Background: an optimization exercise with open tools, aiming at small area and a short achievable clock period. Do not read the settings as production practice. The RTL was checked by simulation tests, not by an equivalence proof against the original design. No activity file was given, so power comes from the tool's default toggle rates.

Setup of the baseline:
==> flow/design.v (excerpt) <==
module dgt_raddr_scheduler #(
    parameter int unsigned NUM_REQ     = 256,
    parameter int unsigned PARALLELISM = 4,
    parameter int unsigned NUM_CH      = 2
) (
    input  logic                    clk_i,
    input  logic                    rst_ni,
    input  logic                    en_i,
    input  logic                    flush_i,
    input  logic [NUM_CH-1:0]       req_valid_i,
    output logic [NUM_CH-1:0]       req_ready_o,
    input  logic [NUM_CH*NUM_REQ-1:0] req_i,
    input  logic [NUM_CH-1:0]       msb_first_i,
    input  logic [NUM_CH-1:0]       dense_mode_i,
    input  logic [$clog2(NUM_REQ/PARALLELISM)-1:0]     addr_lower_bound_i,
    input  logic [$clog2(NUM_REQ/PARALLELISM)-1:0]     addr_upper_bound_i,
    output logic                    idx_valid_o,
    input  logic                    idx_ready_i,
    output logic [$clog2(NUM_REQ/PARALLELISM)-1:0]     idx_o,
    output logic [((NUM_CH>1)?$clog2(NUM_CH):1)-1:0]     ch_o,
    output logic [PARALLELISM-1:0]  lane_mask_o,
    output logic [NUM_REQ/PARALLELISM-1:0]    grant_block_one_hot_o,
    output logic                    last_o,
    output logic                    empty_o
);
Size in the first run: roughly 3200 cells after synthesis, ~620 I/O pins, ~32000 sq um of cells after synthesis.
Settings: LEC_CHECK=0, CAP_MARGIN=20, CORE_MARGIN=2, CORE_UTILIZATION=40, SETUP_SLACK_MARGIN=5, SLEW_MARGIN=20; clock period 10.0 ns.
standard.sh (not shown) runs the stock make flow with config.mk's settings and CLKGATE_MAP_FILE= SYNTH_SCRIPT=/design/flow/synth_recipe.tcl, a recipe that flattens the netlist after the stock synthesis.
==> flow/flow/run.sh <==
#!/bin/bash
# Standard ORFS layout with two changes:
# - the port buffers are the smallest plain buffer (sky130_fd_sc_hd__buf_1)
#   instead of the default delay-buffer cell;
# - clock tree synthesis clusters up to 20 sinks within 100 um per leaf
#   buffer and inserts no dummy loads.
set -euo pipefail
bash standard.sh \
  "BUFFER_PORTS_ARGS=-buffer_cell sky130_fd_sc_hd__buf_1" \
  "CTS_ARGS=-sink_clustering_enable -repair_clock_nets -sink_clustering_size 20 -sink_clustering_max_diameter 100 -dont_use_dummy_load" \
  finish > orfs_make.log 2>&1
[inputs] the candidate vs the baseline
--- a/flow/design.v
+++ b/flow/design.v
@@ -24,13 +24,12 @@
     output logic                    empty_o
 );
     localparam int unsigned NUM_BLK    = NUM_REQ / PARALLELISM;
     localparam int unsigned ADDR_WIDTH = $clog2(NUM_BLK);
     localparam int unsigned CH_WIDTH   = (NUM_CH > 1) ? $clog2(NUM_CH) : 1;
     logic [NUM_CH-1:0][NUM_REQ-1:0]    lane_q;
-    logic [NUM_CH-1:0][3:0]            cur_h_q, cur_m_q, cur_l_q;
     logic [NUM_CH-1:0][ADDR_WIDTH-1:0] cur_q, far_q;
     logic [NUM_CH-1:0]                 order_q, dense_q;
     logic [NUM_CH-1:0]                 loaded_q;
     logic [CH_WIDTH-1:0]               rr_q;
     logic                  sel_any;
     logic [CH_WIDTH-1:0]   sel_ch;
@@ -124,33 +123,23 @@
                 lane_q[c]  <= req_i[c*NUM_REQ +: NUM_REQ];
                 order_q[c] <= msb_first_i[c];
                 dense_q[c] <= dense_mode_i[c];
                 far_q[c]   <= msb_first_i[c] ? c_lo[c] : c_hi[c];
             end
             if (!loaded_q[c] || (hs && sel_ch == CH_WIDTH'(c))) begin
-                cur_h_q[c] <= 4'(1) << c_next[c][5:4];
-                cur_m_q[c] <= 4'(1) << c_next[c][3:2];
-                cur_l_q[c] <= 4'(1) << c_next[c][1:0];
+                cur_q[c]  <= c_next[c];
             end
         end
-    end
-    function automatic logic [1:0] enc4(input logic [3:0] oh);
-        enc4 = {oh[3] | oh[2], oh[3] | oh[1]};
-    endfunction
-    always_comb begin
-        for (int unsigned c = 0; c < NUM_CH; c++)
-            cur_q[c] = {enc4(cur_h_q[c]), enc4(cur_m_q[c]), enc4(cur_l_q[c])};
     end
     logic [NUM_CH-1:0][PARALLELISM-1:0] c_lanes;
     always_comb begin
         for (int unsigned c = 0; c < NUM_CH; c++) begin
             c_lanes[c] = '0;
             for (int unsigned b = 0; b < NUM_BLK; b++)
-                c_lanes[c] = c_lanes[c]
-                           | ({PARALLELISM{cur_h_q[c][b/16] & cur_m_q[c][(b/4)%4] & cur_l_q[c][b%4]}}
-                              & lane_q[c][b*PARALLELISM +: PARALLELISM]);
+                c_lanes[c] = c_lanes[c] | ({PARALLELISM{cur_q[c] == ADDR_WIDTH'(b)}}
+                                           & lane_q[c][b*PARALLELISM +: PARALLELISM]);
         end
     end
     assign req_ready_o           = ~loaded_q;
     assign empty_o               = ~|loaded_q;
     assign idx_valid_o           = en_i & sel_any;
     assign idx_o                 = sel_any ? cur_q[sel_ch] : '0;
Findings:
In the candidate, the final area came out about 6% below the value in the baseline. The baseline → the candidate: buffering overhead shows a reduction of 1.8 points, post-synthesis compound-gate area fraction shows a reduction of 1.9 points. The candidate vs the baseline on weighted congestion at the end of routability-driven global placement: the candidate is the higher one. Total net switching power (lower): the candidate. The transition time at the pin with the least slew margin of the candidate falls short of that of the baseline by 0.23 ns. Fraction of met1 tracks used by global routing ended up 3.7 points lower on the candidate than on the baseline. Going from the baseline to the candidate, total power went down by about 13%, first-pass GRT wire length saw a decrease, sequential share of layout area +1.8 points, number of nets produced by synthesis now sits lower, maximum cell stage delay along the critical path decreased by 0.30 ns relative to the old numbers. Critical path startpoint = cur_l_q[2]$_SDFFCE_PN0P_: the baseline; critical path startpoint = cur_q[5]$_DFFE_PP_: the candidate.

==> separate check: timing with driven ports <==
The flow's constraints put no driver on any port. The routed layouts listed below were extracted and timed again, unchanged, in two steps. Step 1 sets driving cells, clkbuf_16 on the clock port and buf_2 on the other inputs (assumed; they add their load-dependent delay and slew). Step 2 adds t to the input delays and takes it off the output delays; t is the mean of the earliest and latest rising clock arrival at the registers after step 1. Input paths then give back, and output paths get back, about the clock's delay inside the block. Slacks: no drivers / after step 1 / after step 2; pairs: no drivers / after step 1.
run | t (ns) | setup WS [ns] | worst setup path after step 2 | clock arrival spread, ns | worst register clock-pin slew, ns
the baseline | 0.631 | 4.608 / 4.532 / 4.336 | input to register | 0.108 / 0.108 | 0.09 / 0.09
the candidate | 0.633 | 4.346 / 4.287 / 4.311 | input to register | 0.089 / 0.088 | 0.09 / 0.09
After both steps every run listed still meets setup and hold. For the baseline, which loses most, drivers alone change the setup slack by -0.076 ns; drivers and shift together by -0.272 ns.
